What follows belongs to an exercise in optimizing a design on an open flow for a short achievable clock period and few clock cycles; a production flow would make more cautious choices. RTL that was checked went through simulation tests only; none was proved equivalent to the original. No activity file was given, so power comes from the tool's default toggle rates.

== lane 2 ==
Design mips_core, start of the top module:
module mips_core #(
    parameter mips_pkg::word_t RESET_PC = 32'h0000_3000
) (
    input  logic       clk,
    input  logic       arst_n,
    output mips_pkg::word_t      i_inst_addr,
    input  mips_pkg::word_t      i_inst_rdata,
    output mips_pkg::word_t      m_data_addr,
    input  mips_pkg::word_t      m_data_rdata,
    output mips_pkg::word_t      m_data_wdata,
    output logic [3:0] m_data_byteen,
    output logic       w_grf_we,
    output mips_pkg::reg_addr_t  w_grf_addr,
    output mips_pkg::word_t      w_grf_wdata,
    output mips_pkg::word_t      w_inst_addr
);
    mips_pkg::word_t     f_pc_out;
    mips_pkg::word_t     f_pc_in;
    mips_pkg::word_t     f_pc;
    mips_pkg::word_t     f_pc4;
    mips_pkg::word_t     f_pc8;
    mips_pkg::word_t     f_instr;
    mips_pkg::word_t     f_rf1_n;
    mips_pkg::word_t     f_rf2_n;
    mips_pkg::word_t     f_imm;
    logic                f_hold_a, f_hold_t, f_a_zero, f_b_imm, f_we;
    mips_pkg::reg_addr_t f_dest;
    logic                f_load, f_store, f_beq, f_bne, f_jr, f_j, f_jal, f_lui, f_ori;
    logic                f_add, f_sub, f_and, f_or, f_slt;
    logic                f_stall;
    logic                f_a_x, f_a_m, f_a_ld, f_t_x, f_t_m, f_t_ld;
    logic [4:0]          x_ops;
    logic [7:0]          f_sel_a, f_sel_t, f_sel_b;
    mips_pkg::word_t     f_opa, f_opb, f_opt;
    mips_pkg::word_t     f_npc;
    mips_pkg::word_t     x_pc;
    mips_pkg::word_t     x_opa, x_opb, x_opt;
    mips_pkg::word_t     x_pc4;
    mips_pkg::word_t     x_off;
    mips_pkg::word_t     x_jt;
    mips_pkg::word_t     x_btgt;
    logic                x_a_ld, x_t_ld;
    logic                x_we;
    mips_pkg::reg_addr_t x_dest;
  ...
Settings: LEC_CHECK=0, CAP_MARGIN=20, CORE_MARGIN=2, CORE_UTILIZATION=40, PLACE_DENSITY=0.55, SETUP_SLACK_MARGIN=5, SLEW_MARGIN=20, SYNTH_HIERARCHICAL=1, SYNTH_MINIMUM_KEEP_SIZE=0; clock period 8.0 ns.
standard.sh (not shown) runs the stock make flow with config.mk's settings and CLKGATE_MAP_FILE= SYNTH_SCRIPT=/design/flow/synth_recipe.tcl, a recipe that flattens the netlist after the stock synthesis.
==> flow/flow/run.sh <==
#!/bin/bash
set -euo pipefail
bash standard.sh synth > synth.log 2>&1
bash standard.sh SETUP_SLACK_MARGIN=5.8 MATCH_CELL_FOOTPRINT=0 finish > layout.log 2>&1
What lane 1 does differently from lane 2 at the input level:
Settings: CTS_CLUSTER_SIZE newly set to 30; CTS_CLUSTER_DIAMETER newly set to 100.
==> flow/flow/run.sh <==
#!/bin/bash
set -euo pipefail
bash standard.sh synth > synth.log 2>&1
bash standard.sh SETUP_SLACK_MARGIN=5.6 finish > layout.log 2>&1
==> comparison <==
Lane 2 → lane 1: final worst slack +0.026 ns, synthesis-to-finish area growth -8.7 points, post-route cell area -6.5%. Going from lane 2 to lane 1, share of power burned in combinational logic moved up; transition at the pin with the smallest max-transition slack moved down; count of buffer and inverter cells on the critical path moved up; met2 layer usage reported by global route level; total power moved down. Lane 1 vs lane 2 — layout cell share with drive strength beyond 1 dropped 5.7 points.
No run of this note included a check of the RTL's function; only the layout flow was run.

== nickel ==
mips_core, a different RTL version from the one above (not shown whole).
Size: ~6500 cells after synthesis, ~240 I/O pins, ~72000 um2 of cells after synthesis.
==> flow/config.mk <==
export PLATFORM = sky130hd
export DESIGN_NAME = mips_core
export DESIGN_NICKNAME = mips_core
export VERILOG_FILES = /design/flow/design.v
export SDC_FILE = /design/flow/constraint.sdc
export NUM_CORES = 8
export LEC_CHECK = 0
export CAP_MARGIN = 20
export CORE_MARGIN = 2
export CORE_UTILIZATION = 40
export PLACE_DENSITY = 0.55
export SETUP_SLACK_MARGIN = 5
export SLEW_MARGIN = 20
export SYNTH_HIERARCHICAL = 1
export SYNTH_MINIMUM_KEEP_SIZE = 0
==> flow/constraint.sdc <==
create_clock -name core_clock -period 8.0 [get_ports {clk}]
set_input_delay 1.6000 -clock core_clock [delete_from_list [all_inputs] [get_ports {clk}]]
set_output_delay 1.6000 -clock core_clock [all_outputs]
set_load 0.01 [all_outputs]
==> flow/flow/run.sh <==
#!/bin/bash
set -euo pipefail
bash standard.sh synth > synth.log 2>&1
bash standard.sh SETUP_SLACK_MARGIN=5.6 MATCH_CELL_FOOTPRINT=0 finish > layout.log 2>&1
nickel has completed all stages; timing, DRC and antenna checks passed.
Testbench counts of nickel, summed over its fixed seeds: cycles 44,413.
The inputs of violet differ from those of nickel as listed below.
==> flow/flow/run.sh <==
#!/bin/bash
set -euo pipefail
bash standard.sh synth > synth.log 2>&1
bash standard.sh SETUP_SLACK_MARGIN=5.3 MATCH_CELL_FOOTPRINT=0 finish > layout.log 2>&1
[summary]
For final routed wirelength across all metal layers, dividing the value from violet by the value from nickel gives 0.941. Most common cell after layout, fill and taps aside: edfxtp_1 -> nickel, a22oi_1 -> violet. On post-placement worst setup slack: between nickel and violet, it ends up lower for nickel. Between violet and nickel, it is violet whose routed metal-1 wire length is higher, by 470 um.

## separate check: timing with driven ports
No port has a modelled driver above. Below, the same layouts with a new extraction and two added sets of constraints. Step 1 sets driving cells, clkbuf_16 on the clock port and buf_2 on the other inputs (assumed; they add their load-dependent delay and slew). Step 2, shift: input delay + t, output delay - t, t = (earliest + latest rising clock arrival at the registers) / 2. This alone moves slack from input paths to output paths. a / b / c = no drivers / after step 1 / after step 2; a / b = the first two.
run	shift t [ns]	setup WS [ns]	cell pins on the clock port's net
lane 2	0.909	4.734 / 4.712 / 3.803	1
lane 1	0.892	4.760 / 4.568 / 3.675	1
nickel	0.948	4.883 / 4.883 / 4.037	1
violet	0.924	4.999 / 4.903 / 4.133	1
After both steps setup and hold are still met in every run listed. For lane 1, which loses most, drivers alone change the setup slack by -0.192 ns; drivers and shift together by -1.085 ns.
